This design comes from an exercise in tuning for small area, a short achievable clock period and few clock cycles per item on the open sky130 flow, not from production work.
Where RTL was checked, it was by simulation tests only, not by an equivalence proof against the original.
Power is estimated from default activity; no workload was simulated.

// gaussian_elim_engine
module gaussian_elim_engine (
    input  logic        clk,
    input  logic        rst,
    input  logic        start,
    output logic        busy,
    output logic        done,
    output logic        c_rd_en,
    output logic [3:0]  c_rd_addr,
    input  logic [31:0] c_rd_data,
    output logic        a_rd_en,
    output logic [7:0]  a_rd_addr,
    input  logic [31:0] a_rd_data,
    output logic        b_rd_en,
    output logic [7:0]  b_rd_addr,
    input  logic [31:0] b_rd_data,
    output logic        st_en,
    output logic [7:0]  st_addr,
    output logic [31:0] st_data
);
clock: 10.0 ns
lec_check: 0
cap_margin: 20
core_margin: 2
core_utilization: 40
setup_slack_margin: 5
slew_margin: 20
synth_hierarchical: 1
synth_minimum_keep_size: 0
run.sh (not shown) runs the stock make flow with config.mk's settings and CLKGATE_MAP_FILE= SYNTH_SCRIPT=/design/flow/synth_recipe.tcl, a recipe that flattens the netlist after the stock synthesis.
The first run finished with timing, DRC and antenna clean.
Testbench counts at the start, summed over its fixed seeds: cycles 16,696, runs 64.
Next try:
--- a/flow/design.v
+++ b/flow/design.v
@@ -70,25 +70,23 @@
         ad1_r     <= {cnt_row, cnt_col};
         me2_r     <= me1_r;
         f1_r      <= (cnt_row == 4'd15);
         f2_r      <= f1_r;
         f3_r      <= f2_r;
         z2_r      <= z1_r;
         ad2_r     <= ad1_r;
         c_addr_r  <= cnt_row;
         st_addr_r <= ad2_r;
     end
     logic [31:0] a_q_r, a2_r, x_r, xn_r;
-    logic [15:0] bon_r, btn_r, bn_r;  
-    wire  [15:0] bo_r = ~bon_r;
-    wire  [15:0] bt_r = ~btn_r;
+    logic [15:0] bo_r, bt_r, bn_r;    
     logic [31:0] t0_r;
     logic [31:0] t1_r;
     logic [31:0] t2_r;
     wire [31:0] tg0 = t0_r;
     wire [31:0] tg1 = t1_r;
     wire [31:0] tg2 = t2_r;
     wire [31:0] bg = b_rd_data & {32{!(f3_r | !v3_r)}};
     wire [32:0] cx = {c_rd_data, 1'b0};
     logic [15:0] bo_d, bt_d, bn_d;
     always_comb begin
         for (int i = 0; i < 16; i++) begin
@@ -1369,24 +1367,24 @@
     wire ts528, tc529;
     gauss_fa i_ts528 (.a(tc459), .b(ts462), .c(tc461), .s(ts528), .co(tc529));
     wire ts530;
     gauss_x3 i_ts530 (.a(tc463), .b(ts466), .c(tc465), .y(ts530));
     wire [31:0] t0_d = {tc529, tc527, tc525, tc523, tc521, tc519, tc517, tc515, tc513, tc511, tc509, tc507, tc505, tc503, tc501, tc499, tc497, tc495, tc493, tc491, tc489, tc487, tc485, tc483, tc481, tc479, tc477, tc475, tc473, tc471, tc469, ts468};
     wire [31:0] t1_d = {ts530, ts528, ts526, ts524, ts522, ts520, ts518, ts516, ts514, ts512, ts510, ts508, ts506, ts504, ts502, ts500, ts498, ts496, ts494, ts492, ts490, ts488, ts486, ts484, ts482, ts480, ts478, ts476, ts474, ts472, ts470, ts352};
     wire [31:0] t2_d = {ts467, ts464, ts460, ts456, ts452, ts448, ts444, ts440, ts436, ts432, ts428, ts424, ts420, ts416, ts412, ts408, ts404, ts400, ts396, ts392, ts388, ts384, ts380, ts376, ts372, ts368, ts364, bg[4], bg[3], bg[2], bg[1], bg[0]};
     always_ff @(posedge clk) begin
         a_q_r <= a_rd_data;
         x_r   <= x_d;    
         xn_r  <= y_d | {32{(f2_r | !v2_r)}};    
-        bon_r <= ~(bo_d & {16{me2_r & !(f2_r | !v2_r)}});
-        btn_r <= ~(bt_d & {16{me2_r & !(f2_r | !v2_r)}});
+        bo_r  <= bo_d & {16{me2_r & !(f2_r | !v2_r)}};
+        bt_r  <= bt_d & {16{me2_r & !(f2_r | !v2_r)}};
         bn_r  <= bn_d & {16{me2_r & !(f2_r | !v2_r)}};
         t0_r <= t0_d;
         t1_r <= t1_d;
         t2_r <= t2_d;
     end
     assign busy      = busy_r;
     assign done      = done_r;
     assign c_rd_en   = c_en_r;
     assign c_rd_addr = c_addr_r;
     assign a_rd_en   = iss_r;
     assign a_rd_addr = {cnt_row, cnt_col};
Wire length fell by 1.2%.
Sequential share of layout area is lower by 0.31 points.
Clock-buffer cell count grows by 7.
Design area increases by 1.3%.
Combinational power stays flat.
Via count climbs by 1.9%.
Clock power went up by about 9%.
Worst setup slack degrades by 0.082 ns.
Die area climbs by 0.65%.
Sequential power barely changes.
For the second run of this note, only the layout was checked, not whether the RTL still works.

## afterwards: timing with drivers on the ports
The flow's constraints put no driver on any port. The routed layouts listed below were extracted and timed again, unchanged, in two steps.
Step 1, drivers: a clkbuf_16 drives clk and a buf_2 each remaining input, both assumed.
Step 2, shift: input delay + t, output delay - t, t = (earliest + latest rising clock arrival at the registers) / 2. This alone moves slack from input paths to output paths.
Slacks: ideal ports / drivers / drivers and shift; pairs: ideal ports / drivers.
| run | t (ns) | setup WS [ns] | slew at the worst register clock pin (ns) | pins driven straight from the clock port |
|---|---|---|---|---|
| the first run | 0.661 | 6.152 / 6.147 / 5.944 | 0.07 / 0.07 | 1 |
| the second run | 0.607 | 6.070 / 6.070 / 5.921 | 0.06 / 0.06 | 1 |
After both steps setup and hold are still met in every run listed. The setup slack of the first run, which loses most, moves by -0.005 ns with the drivers and by -0.208 ns with both steps.
